From an optimization exercise on the open Yosys and OpenROAD flow, aimed at small area; shortcuts taken in it are not production practice. Where RTL was checked, it was by simulation tests only, not by an equivalence proof against the original. No activity file was given, so power comes from the tool's default toggle rates.

## job 749
==> flow/design.v <==
package reg_bank_pkg;
    typedef enum logic {
        IDLE,
        ARMED
    } commit_state_t;
endpackage
module reg_bank_commit_fsm (
    input  logic clk,
    input  logic rst,
    input  logic commit_req,
    input  logic frame_start,
    output logic copy_en,
    output logic commit_pending,
    output logic commit_done
);
    logic pending_q;
    logic done_q;
    assign copy_en = pending_q & frame_start;
    always_ff @(posedge clk) begin
        if (rst) begin
            pending_q <= 1'b0;
            done_q    <= 1'b0;
        end else begin
            done_q    <= copy_en;
            pending_q <= pending_q ? ~frame_start : commit_req;
        end
    end
    assign commit_pending = pending_q;
    assign commit_done    = done_q;
endmodule
module reg_bank_shadowed
#(
    parameter int unsigned DATA_WIDTH   = 16,
    parameter int unsigned RO_DEPTH     = 128,
    parameter int unsigned RW_DEPTH     = 128,
    parameter int unsigned RO_CH        = 4,
    parameter int unsigned DP_CH        = 4,
    parameter int unsigned COMMIT_MODE  = 0,
    parameter int unsigned RW_RESET_VAL = 0
) (
    input  logic                        clk,
    input  logic                        rst,
    input  logic [$clog2(RO_DEPTH + RW_DEPTH)-1:0] mem_addr,
    input  logic [DATA_WIDTH-1:0]       mem_data_in,
    input  logic                        mem_we,
    input  logic                        mem_re,
    output logic [DATA_WIDTH-1:0]       mem_data_out,
    output logic                        mem_rvalid,
    output logic                        mem_err,
    input  logic [RO_CH*DATA_WIDTH-1:0] ro_in,
    input  logic                        commit_req,
    input  logic                        frame_start,
    output logic                        commit_pending,
    output logic                        commit_done,
    output logic [DP_CH*DATA_WIDTH-1:0] dp_out
);
    if (DATA_WIDTH != 16 || RO_DEPTH != 128 || RW_DEPTH != 128 ||
        RO_CH != 4 || DP_CH != 4 || COMMIT_MODE != 0 ||
        RW_RESET_VAL != 0) begin : g_bad_params
        $error("this implementation supports the default parameters only");
    end
    localparam int W  = 16;
    localparam int NR = 128;
    localparam int NP = 4;      
    logic [6:0]  a;
    logic        a_hi;
    logic [7:0]  dec_lo;        
    logic [15:0] dec_hi;        
    logic [15:0] wdec_hi;       
    logic [NR-1:0] wsel;        
    logic        phase_q;
    logic [W-1:0] q      [NR];
    logic [W-1:0] act_q  [DP_CH];
    logic [W-1:0] rdata_q;
    logic        rvalid_q;
    logic        err_q;
    logic        copy_en;
    assign a    = mem_addr[6:0];
    assign a_hi = mem_addr[7];
    for (genvar j = 0; j < 8; j++) begin : g_dlo
        assign dec_lo[j] = (a[2:0] == 3'(j));
    end
    for (genvar k = 0; k < 16; k++) begin : g_dhi
        assign dec_hi[k]  = (a[6:3] == 4'(k));
        assign wdec_hi[k] = dec_hi[k] & mem_we & a_hi;
    end
    logic [7:0]  lo_set_n;      
    logic [7:0]  lo_wr;         
    logic [15:0] whi_set_n;     
    assign lo_set_n  = ~(dec_lo | {8{rst}});
    assign lo_wr     = dec_lo & {8{~rst}};
    assign whi_set_n = ~(wdec_hi | {16{rst}});
    for (genvar r = 0; r < NR; r++) begin : g_sel
        assign wsel[r] = dec_lo[r % 8] & wdec_hi[r / 8];
    end
    always_ff @(posedge clk) begin
        if (rst) phase_q <= 1'b0;
        else     phase_q <= ~phase_q;
    end
    localparam int NCOPY = 4;
    logic [W-1:0] col_cp [NCOPY];
    for (genvar k = 0; k < NCOPY; k++) begin : g_col
        reg_bank_col_drv #(.W(W)) u_col (
            .din   (mem_data_in),
            .phase (phase_q),
            .col   (col_cp[k])
        );
    end
    for (genvar r = 0; r < NP; r++) begin : g_plain
        logic keep_r;
        logic load_r;
        assign keep_r = ~wsel[r] & ~rst;
        assign load_r = wsel[r] & ~rst;
        always_ff @(posedge clk) begin
            q[r] <= (q[r] & {W{keep_r}}) | (mem_data_in & {W{load_r}});
        end
    end
    for (genvar r = NP; r < NR; r++) begin : g_tog
        logic set_r;
        logic keep_r;
        assign set_r  = ~(lo_set_n[r % 8] | whi_set_n[r / 8]);
        assign keep_r = ~(lo_wr[r % 8] & wdec_hi[r / 8]);
        always_ff @(posedge clk) begin
            q[r] <= ~((q[r] | {W{set_r}}) & (col_cp[(r - NP) * NCOPY / (NR - NP)] | {W{keep_r}}));
        end
    end
    logic act_keep;
    logic act_load;
    assign act_keep = ~copy_en & ~rst;
    assign act_load = copy_en & ~rst;
    for (genvar d = 0; d < DP_CH; d++) begin : g_act
        always_ff @(posedge clk) begin
            act_q[d] <= (act_q[d] & {W{act_keep}}) | (q[d] & {W{act_load}});
        end
        assign dp_out[d*W +: W] = act_q[d];
    end
    logic [W-1:0] rd_low;       
    logic         low4;
    logic [W*(NR-NP)-1:0] q_tog;
    for (genvar r = NP; r < NR; r++) begin : g_qt
        assign q_tog[(r-NP)*W +: W] = q[r];
    end
    logic         rd_en;
    logic         use_tog;
    logic [W-1:0] rd_base;
    logic [W-1:0] val1;
    logic [W-1:0] val0;
    logic [W-1:0] rdata_nxt;
    assign rd_en   = mem_re & ~rst;
    assign use_tog = rd_en & a_hi & ~low4;
    assign rd_base = (rdata_q & {W{~mem_re & ~rst}}) | (rd_low & {W{rd_en & low4}});
    assign val1    = rd_base | {W{use_tog & ~phase_q}};
    assign val0    = rd_base | {W{use_tog & phase_q}};
    logic [7:0]  rlo_n;
    logic [15:0] rhi_n;
    reg_bank_rd_dec u_rd_dec (
        .addr  (a),
        .lo_n  (rlo_n),
        .hi_n  (rhi_n)
    );
    reg_bank_rd_mux #(.W(W), .N(NR - NP)) u_rd_mux (
        .q     (q_tog),
        .lo_n  (rlo_n),
        .hi_n  (rhi_n),
        .val1  (val1),
        .val0  (val0),
        .out   (rdata_nxt)
    );
    always_comb begin
        unique case ({a_hi, a[1:0]})
            3'd0: rd_low = ro_in[0*W +: W];
            3'd1: rd_low = ro_in[1*W +: W];
            3'd2: rd_low = ro_in[2*W +: W];
            3'd3: rd_low = ro_in[3*W +: W];
            3'd4: rd_low = q[0];
            3'd5: rd_low = q[1];
            3'd6: rd_low = q[2];
            default: rd_low = q[3];
        endcase
    end
    assign low4 = (a[6:2] == 5'd0);
    always_ff @(posedge clk) begin
        if (rst) begin
            rvalid_q <= 1'b0;
            err_q    <= 1'b0;
        end else begin
            rvalid_q <= mem_re;
            err_q    <= mem_we & ~a_hi;
        end
    end
    always_ff @(posedge clk) begin
        rdata_q <= rdata_nxt;
    end
    assign mem_data_out = rdata_q;
    assign mem_rvalid   = rvalid_q;
    assign mem_err      = err_q;
    reg_bank_commit_fsm u_commit (
        .clk            (clk),
        .rst            (rst),
        .commit_req     (commit_req),
        .frame_start    (frame_start),
        .copy_en        (copy_en),
        .commit_pending (commit_pending),
        .commit_done    (commit_done)
    );
endmodule
module reg_bank_rd_mux #(
    parameter int W = 16,
    parameter int N = 124
) (
    input  logic [W*N-1:0] q,
    input  logic [7:0]     lo_n,
    input  logic [15:0]    hi_n,
    input  logic [W-1:0]   val1,
    input  logic [W-1:0]   val0,
    output logic [W-1:0]   out
);
    localparam int FIRST = 128 - N;
    logic [W-1:0] grp [16];
    logic [W-1:0] t;
    always_comb begin
        for (int k = 0; k < 16; k++) begin
            grp[k] = '1;
            for (int j = 0; j < 8; j++) begin
                if (8*k + j >= FIRST)
                    grp[k] = grp[k] & (q[(8*k + j - FIRST)*W +: W] | {W{lo_n[j]}});
            end
        end
        t = '1;
        for (int k = 0; k < 16; k++) t = t & (grp[k] | {W{hi_n[k]}});
    end
    for (genvar c = 0; c < W; c++) begin : g_out
        assign out[c] = t[c] ? val1[c] : val0[c];
    end
endmodule
module reg_bank_rd_dec (
    input  logic [6:0]  addr,
    output logic [7:0]  lo_n,
    output logic [15:0] hi_n
);
    for (genvar j = 0; j < 8; j++) begin : g_lo
        assign lo_n[j] = ~(addr[2:0] == 3'(j));
    end
    for (genvar k = 0; k < 16; k++) begin : g_hi
        assign hi_n[k] = ~(addr[6:3] == 4'(k));
    end
endmodule
module reg_bank_col_drv #(
    parameter int W = 16
) (
    input  logic [W-1:0] din,
    input  logic         phase,
    output logic [W-1:0] col
);
    assign col = din ^ {W{phase}};
endmodule
export LEC_CHECK = 0
export CAP_MARGIN = 20
export CORE_MARGIN = 2
export CORE_UTILIZATION = 55
export CTS_BUF_LIST = sky130_fd_sc_hd__clkbuf_8
export CTS_CLUSTER_DIAMETER = 40
export CTS_CLUSTER_SIZE = 15
export GPL_TIMING_DRIVEN = 0
export SETUP_SLACK_MARGIN = 0.4
export SLEW_MARGIN = 20
export SYNTH_HIERARCHICAL = 1
create_clock -name core_clock -period 4.5 [get_ports {clk}]
standard.sh (not shown) runs the stock make flow with config.mk's settings and CLKGATE_MAP_FILE= SYNTH_SCRIPT=/design/flow/synth_recipe.tcl, a recipe that flattens the netlist after the stock synthesis.
==> flow/flow/run.sh <==
#!/bin/bash
# Standard layout, with ORFS options the settings list does not
# expose: drop the buffers ABC inserted before placement, and build the
# clock tree without dummy loads; port buffers are sky130_fd_sc_hd__buf_2.
export REMOVE_ABC_BUFFERS=1
export BUFFER_PORTS_ARGS="-buffer_cell sky130_fd_sc_hd__buf_2"
export CTS_ARGS="-sink_clustering_enable -repair_clock_nets -sink_clustering_size 15 -sink_clustering_max_diameter 40 -buf_list sky130_fd_sc_hd__clkbuf_8 -dont_use_dummy_load"
bash standard.sh > standard.log 2>&1
What job 9209 does differently from job 749 at the input level:
--- a/flow/design.v
+++ b/flow/design.v
@@ -68,8 +68,9 @@
     logic [15:0] dec_hi;        
     logic [15:0] wdec_hi;       
     logic [NR-1:0] wsel;        
     logic        phase_q;
+    logic [W-1:0] col;          
     logic [W-1:0] q      [NR];
     logic [W-1:0] act_q  [DP_CH];
     logic [W-1:0] rdata_q;
     logic        rvalid_q;
@@ -96,17 +97,9 @@
     always_ff @(posedge clk) begin
         if (rst) phase_q <= 1'b0;
         else     phase_q <= ~phase_q;
     end
-    localparam int NCOPY = 4;
-    logic [W-1:0] col_cp [NCOPY];
-    for (genvar k = 0; k < NCOPY; k++) begin : g_col
-        reg_bank_col_drv #(.W(W)) u_col (
-            .din   (mem_data_in),
-            .phase (phase_q),
-            .col   (col_cp[k])
-        );
-    end
+    assign col = mem_data_in ^ {W{phase_q}};
     for (genvar r = 0; r < NP; r++) begin : g_plain
         logic keep_r;
         logic load_r;
         assign keep_r = ~wsel[r] & ~rst;
@@ -120,9 +113,9 @@
         logic keep_r;
         assign set_r  = ~(lo_set_n[r % 8] | whi_set_n[r / 8]);
         assign keep_r = ~(lo_wr[r % 8] & wdec_hi[r / 8]);
         always_ff @(posedge clk) begin
-            q[r] <= ~((q[r] | {W{set_r}}) & (col_cp[(r - NP) * NCOPY / (NR - NP)] | {W{keep_r}}));
+            q[r] <= ~((q[r] | {W{set_r}}) & (col | {W{keep_r}}));
         end
     end
     logic act_keep;
     logic act_load;
@@ -244,13 +237,4 @@
     for (genvar k = 0; k < 16; k++) begin : g_hi
         assign hi_n[k] = ~(addr[6:3] == 4'(k));
     end
 endmodule
-module reg_bank_col_drv #(
-    parameter int W = 16
-) (
-    input  logic [W-1:0] din,
-    input  logic         phase,
-    output logic [W-1:0] col
-);
-    assign col = din ^ {W{phase}};
-endmodule
==> results.txt <==
- Job 9209 has completed all stages; timing, DRC and antenna checks passed.
- When job 9209 is set beside job 749, its number of cells on the worst reg-to-reg path turns out to be 3 smaller.
- Job 9209 against job 749; number of vias per cell is down slightly.
- Diff job 749 -> job 9209: area of combinational cells with multiple inputs shows a reduction of about 8%; initial antenna violation count rose by 3.
- The run showing the smaller total clock buffers created by CTS is job 9209.
- Diff job 749 -> job 9209: final wirelength saw a decrease, clock transition at the registers of the reported paths saw little to no change.
- Diff job 749..job 9209 | number of top-level design ports | unchanged
- Total placed cells including tap cells shrinks slightly when moving from job 749 to job 9209.
- Worst setup slack down 0.059 ns in job 9209 wrt job 749
- In the reports for job 749 and job 9209, the smaller portion of the layout cell area used by non-clock buffers belongs to job 749.
- Diff job 749 -> job 9209: number of filler instances in the final layout grew by about 0.9%; hold slack grew by 0.011 ns.
Function not checked in job 749: the RTL went through the layout flow alone.


Setup of rev 12:
reg_bank_shadowed, a different RTL version from the one above (not shown whole).
For scale: ~7200 cells after synthesis.
==> module reg_bank_shadowed, before the edit <==
module reg_bank_shadowed
#(
    parameter int unsigned DATA_WIDTH   = 16,
    parameter int unsigned RO_DEPTH     = 128,
    parameter int unsigned RW_DEPTH     = 128,
    parameter int unsigned RO_CH        = 4,
    parameter int unsigned DP_CH        = 4,
    parameter int unsigned COMMIT_MODE  = 0,
    parameter int unsigned RW_RESET_VAL = 0
) (
    input  logic                        clk,
    input  logic                        rst,
    input  logic [$clog2(RO_DEPTH + RW_DEPTH)-1:0] mem_addr,
    input  logic [DATA_WIDTH-1:0]       mem_data_in,
    input  logic                        mem_we,
    input  logic                        mem_re,
    output logic [DATA_WIDTH-1:0]       mem_data_out,
    output logic                        mem_rvalid,
    output logic                        mem_err,
    input  logic [RO_CH*DATA_WIDTH-1:0] ro_in,
    input  logic                        commit_req,
    input  logic                        frame_start,
    output logic                        commit_pending,
    output logic                        commit_done,
    output logic [DP_CH*DATA_WIDTH-1:0] dp_out
);
    if (DATA_WIDTH != 16 || RO_DEPTH != 128 || RW_DEPTH != 128 ||
        RO_CH != 4 || DP_CH != 4 || COMMIT_MODE != 0 ||
        RW_RESET_VAL != 0) begin : g_bad_params
        $error("this implementation supports the default parameters only");
    end
    localparam int W  = 16;
    localparam int NR = 128;
    localparam int NP = 4;      
    logic [6:0]  a;
    logic        a_hi;
    logic [7:0]  dec_lo;        
    logic [15:0] dec_hi;        
    logic [15:0] wdec_hi;       
    logic [NR-1:0] wsel;        
    logic        phase_q;
    logic [W-1:0] col;          
    logic [W-1:0] q      [NR];
    logic [W-1:0] act_q  [DP_CH];
    logic [W-1:0] rdata_q;
    logic        rvalid_q;
    logic        err_q;
    logic        copy_en;
    assign a    = mem_addr[6:0];
    assign a_hi = mem_addr[7];
    for (genvar j = 0; j < 8; j++) begin : g_dlo
        assign dec_lo[j] = (a[2:0] == 3'(j));
    end
    for (genvar k = 0; k < 16; k++) begin : g_dhi
        assign dec_hi[k]  = (a[6:3] == 4'(k));
        assign wdec_hi[k] = dec_hi[k] & mem_we & a_hi;
    end
    logic [7:0]  lo_set_n;      
    logic [7:0]  lo_wr;         
    logic [15:0] whi_set_n;     
    assign lo_set_n  = ~(dec_lo | {8{rst}});
    assign lo_wr     = dec_lo & {8{~rst}};
    assign whi_set_n = ~(wdec_hi | {16{rst}});
    for (genvar r = 0; r < NR; r++) begin : g_sel
        assign wsel[r] = dec_lo[r % 8] & wdec_hi[r / 8];
    end
    always_ff @(posedge clk) begin
        if (rst) phase_q <= 1'b0;
        else     phase_q <= ~phase_q;
    end
    assign col = mem_data_in ^ {W{phase_q}};
    for (genvar r = 0; r < NP; r++) begin : g_plain
        logic keep_r;
        logic load_r;
        assign keep_r = ~wsel[r] & ~rst;
        assign load_r = wsel[r] & ~rst;
        always_ff @(posedge clk) begin
            q[r] <= (q[r] & {W{keep_r}}) | (mem_data_in & {W{load_r}});
        end
    end
    for (genvar r = NP; r < NR; r++) begin : g_tog
        logic set_r;
        logic keep_r;
        assign set_r  = ~(lo_set_n[r % 8] | whi_set_n[r / 8]);
        assign keep_r = ~(lo_wr[r % 8] & wdec_hi[r / 8]);
        always_ff @(posedge clk) begin
            q[r] <= ~((q[r] | {W{set_r}}) & (col | {W{keep_r}}));
        end
    end
    logic act_keep;
    logic act_load;
    assign act_keep = ~copy_en & ~rst;
    assign act_load = copy_en & ~rst;
    for (genvar d = 0; d < DP_CH; d++) begin : g_act
        always_ff @(posedge clk) begin
            act_q[d] <= (act_q[d] & {W{act_keep}}) | (q[d] & {W{act_load}});
        end
        assign dp_out[d*W +: W] = act_q[d];
    end
    logic [W-1:0] rd_low;       
    logic         low4;
    logic [W*(NR-NP)-1:0] q_tog;
    for (genvar r = NP; r < NR; r++) begin : g_qt
        assign q_tog[(r-NP)*W +: W] = q[r];
    end
    logic         rd_en;
    logic         use_tog;
    logic [W-1:0] rd_base;
    logic [W-1:0] val1;
    logic [W-1:0] val0;
    logic [W-1:0] rdata_nxt;
    assign rd_en   = mem_re & ~rst;
    assign use_tog = rd_en & a_hi & ~low4;
    assign rd_base = (rdata_q & {W{~mem_re & ~rst}}) | (rd_low & {W{rd_en & low4}});
    assign val1    = rd_base | {W{use_tog & ~phase_q}};
    assign val0    = rd_base | {W{use_tog & phase_q}};
    logic [NR-NP-1:0] rsel_n;
    reg_bank_rd_dec #(.N(NR - NP)) u_rd_dec (
        .addr  (a),
        .sel_n (rsel_n)
    );
    reg_bank_rd_mux #(.W(W), .N(NR - NP)) u_rd_mux (
        .q     (q_tog),
        .sel_n (rsel_n),
        .val1  (val1),
        .val0  (val0),
        .out   (rdata_nxt)
    );
    always_comb begin
        unique case ({a_hi, a[1:0]})
            3'd0: rd_low = ro_in[0*W +: W];
            3'd1: rd_low = ro_in[1*W +: W];
            3'd2: rd_low = ro_in[2*W +: W];
            3'd3: rd_low = ro_in[3*W +: W];
            3'd4: rd_low = q[0];
            3'd5: rd_low = q[1];
            3'd6: rd_low = q[2];
            default: rd_low = q[3];
        endcase
    end
    assign low4 = (a[6:2] == 5'd0);
    always_ff @(posedge clk) begin
        if (rst) begin
            rvalid_q <= 1'b0;
            err_q    <= 1'b0;
        end else begin
            rvalid_q <= mem_re;
            err_q    <= mem_we & ~a_hi;
        end
    end
    always_ff @(posedge clk) begin
        rdata_q <= rdata_nxt;
    end
    assign mem_data_out = rdata_q;
    assign mem_rvalid   = rvalid_q;
    assign mem_err      = err_q;
    reg_bank_commit_fsm u_commit (
        .clk            (clk),
        .rst            (rst),
        .commit_req     (commit_req),
        .frame_start    (frame_start),
        .copy_en        (copy_en),
        .commit_pending (commit_pending),
        .commit_done    (commit_done)
    );
endmodule
==> module reg_bank_rd_mux, before the edit <==
module reg_bank_rd_mux #(
    parameter int W = 16,
    parameter int N = 124
) (
    input  logic [W*N-1:0] q,
    input  logic [N-1:0]   sel_n,
    input  logic [W-1:0]   val1,
    input  logic [W-1:0]   val0,
    output logic [W-1:0]   out
);
    logic [W-1:0] t;
    always_comb begin
        t = '1;
        for (int i = 0; i < N; i++) t = t & (q[i*W +: W] | {W{sel_n[i]}});
    end
    for (genvar c = 0; c < W; c++) begin : g_out
        assign out[c] = t[c] ? val1[c] : val0[c];
    end
endmodule
==> module reg_bank_rd_dec, before the edit <==
module reg_bank_rd_dec #(
    parameter int N = 124
) (
    input  logic [6:0]   addr,
    output logic [N-1:0] sel_n
);
    logic [7:0]  dlo;
    logic [15:0] dhi;
    for (genvar j = 0; j < 8; j++) begin : g_dlo
        assign dlo[j] = (addr[2:0] == 3'(j));
    end
    for (genvar k = 0; k < 16; k++) begin : g_dhi
        assign dhi[k] = (addr[6:3] == 4'(k));
    end
    for (genvar i = 0; i < N; i++) begin : g_sel
        assign sel_n[i] = ~(dlo[(128 - N + i) % 8] & dhi[(128 - N + i) / 8]);
    end
endmodule
export LEC_CHECK = 0
export CAP_MARGIN = 10
export CORE_MARGIN = 2
export CORE_UTILIZATION = 55
export CTS_BUF_LIST = sky130_fd_sc_hd__clkbuf_8
export CTS_CLUSTER_DIAMETER = 40
export CTS_CLUSTER_SIZE = 15
export GPL_TIMING_DRIVEN = 0
export SETUP_SLACK_MARGIN = 0.4
export SLEW_MARGIN = 10
export SYNTH_HIERARCHICAL = 1
create_clock -name core_clock -period 4.5 [get_ports {clk}]
==> flow/flow/run.sh <==
#!/bin/bash
# Standard layout, with two ORFS options the settings list does not
# expose: drop the buffers ABC inserted before placement, and build the
# clock tree without dummy loads.
cp standard.sh standard_copy.txt
cp config.mk config_copy.txt
export REMOVE_ABC_BUFFERS=1
export CTS_ARGS="-sink_clustering_enable -repair_clock_nets -sink_clustering_size 15 -sink_clustering_max_diameter 40 -buf_list sky130_fd_sc_hd__clkbuf_8 -dont_use_dummy_load"
bash standard.sh > standard.log 2>&1
Rev 12 ended with every stage complete and zero timing, DRC or antenna violations.
## Diff of input files: rev 13 against rev 12
diff --git a/flow/design.v b/flow/design.v
--- a/flow/design.v
+++ b/flow/design.v
@@ -144,14 +144,17 @@
     assign rd_base = (rdata_q & {W{~mem_re & ~rst}}) | (rd_low & {W{rd_en & low4}});
     assign val1    = rd_base | {W{use_tog & ~phase_q}};
     assign val0    = rd_base | {W{use_tog & phase_q}};
-    logic [NR-NP-1:0] rsel_n;
-    reg_bank_rd_dec #(.N(NR - NP)) u_rd_dec (
+    logic [7:0]  rlo_n;
+    logic [15:0] rhi_n;
+    reg_bank_rd_dec u_rd_dec (
         .addr  (a),
-        .sel_n (rsel_n)
+        .lo_n  (rlo_n),
+        .hi_n  (rhi_n)
     );
     reg_bank_rd_mux #(.W(W), .N(NR - NP)) u_rd_mux (
         .q     (q_tog),
-        .sel_n (rsel_n),
+        .lo_n  (rlo_n),
+        .hi_n  (rhi_n),
         .val1  (val1),
         .val0  (val0),
         .out   (rdata_nxt)
@@ -199,35 +202,39 @@
     parameter int N = 124
 ) (
     input  logic [W*N-1:0] q,
-    input  logic [N-1:0]   sel_n,
+    input  logic [7:0]     lo_n,
+    input  logic [15:0]    hi_n,
     input  logic [W-1:0]   val1,
     input  logic [W-1:0]   val0,
     output logic [W-1:0]   out
 );
+    localparam int FIRST = 128 - N;
+    logic [W-1:0] grp [16];
     logic [W-1:0] t;
     always_comb begin
+        for (int k = 0; k < 16; k++) begin
+            grp[k] = '1;
+            for (int j = 0; j < 8; j++) begin
+                if (8*k + j >= FIRST)
+                    grp[k] = grp[k] & (q[(8*k + j - FIRST)*W +: W] | {W{lo_n[j]}});
+            end
+        end
         t = '1;
-        for (int i = 0; i < N; i++) t = t & (q[i*W +: W] | {W{sel_n[i]}});
+        for (int k = 0; k < 16; k++) t = t & (grp[k] | {W{hi_n[k]}});
     end
     for (genvar c = 0; c < W; c++) begin : g_out
         assign out[c] = t[c] ? val1[c] : val0[c];
     end
 endmodule
-module reg_bank_rd_dec #(
-    parameter int N = 124
-) (
-    input  logic [6:0]   addr,
-    output logic [N-1:0] sel_n
-);
-    logic [7:0]  dlo;
-    logic [15:0] dhi;
-    for (genvar j = 0; j < 8; j++) begin : g_dlo
-        assign dlo[j] = (addr[2:0] == 3'(j));
-    end
-    for (genvar k = 0; k < 16; k++) begin : g_dhi
-        assign dhi[k] = (addr[6:3] == 4'(k));
-    end
-    for (genvar i = 0; i < N; i++) begin : g_sel
-        assign sel_n[i] = ~(dlo[(128 - N + i) % 8] & dhi[(128 - N + i) / 8]);
-    end
-endmodule
+module reg_bank_rd_dec (
+    input  logic [6:0]  addr,
+    output logic [7:0]  lo_n,
+    output logic [15:0] hi_n
+);
+    for (genvar j = 0; j < 8; j++) begin : g_lo
+        assign lo_n[j] = ~(addr[2:0] == 3'(j));
+    end
+    for (genvar k = 0; k < 16; k++) begin : g_hi
+        assign hi_n[k] = ~(addr[6:3] == 4'(k));
+    end
+endmodule
Notes after the runs:
- Rev 13 | stages: all done | timing, DRC, antenna: all pass
- Compared with rev 12, rev 13 shows a overall power after layout that is 0.74 mW higher.
- Summary of rev 13 over rev 12: synthesis-to-layout area growth went up by 1.5 points, global-route usage went down by 4.5 points, area after detailed placement was more or less identical, mapped cell area went down by about 1.2%, net count reported at finish went down by 83.
- Compare rev 12 and rev 13 | final cell count lower: rev 13
- Changes observed in rev 13 relative to rev 12: worst setup slack moved up; clock buffer instance count of the final layout moved up; sequential fraction of total cell area level; die outline area moved down; share of the core filled with cells in the final layout moved up.
- Rev 13 vs rev 12: multi-input combinational cell count down by a few percent

separate check: timing with driven ports:
No port has a modelled driver above. Below, the same layouts with a new extraction and two added sets of constraints. Step 1, drivers: a clkbuf_16 drives clk and a buf_2 each remaining input, both assumed. Step 2 also shifts input and output timing later by t, the mid clock arrival at the registers, as if the neighbouring blocks saw the same clock. a / b / c = ideal ports / drivers / drivers and shift; a / b = the first two.
| run | t, ns | slack for setup (ns) | latest minus earliest clock arrival (ns) | slew at the worst register clock pin (ns) |
|---|---|---|---|---|
| job 749 | 1.027 | 0.264 / 0.273 / -0.754 | 0.087 / 0.088 | 0.10 / 0.10 |
| job 9209 | 1.027 | 0.205 / 0.250 / -0.777 | 0.082 / 0.082 | 0.09 / 0.09 |
| rev 12 | 1.066 | 0.173 / 0.195 / -0.870 | 0.113 / 0.113 | 0.10 / 0.10 |
| rev 13 | 1.045 | 0.241 / 0.264 / -0.781 | 0.089 / 0.090 | 0.10 / 0.10 |
With both steps, setup timing fails in every run listed, where it was met with ideal ports. The setup slack of rev 12, which loses most, moves by +0.022 ns with the drivers and by -1.043 ns with both steps.
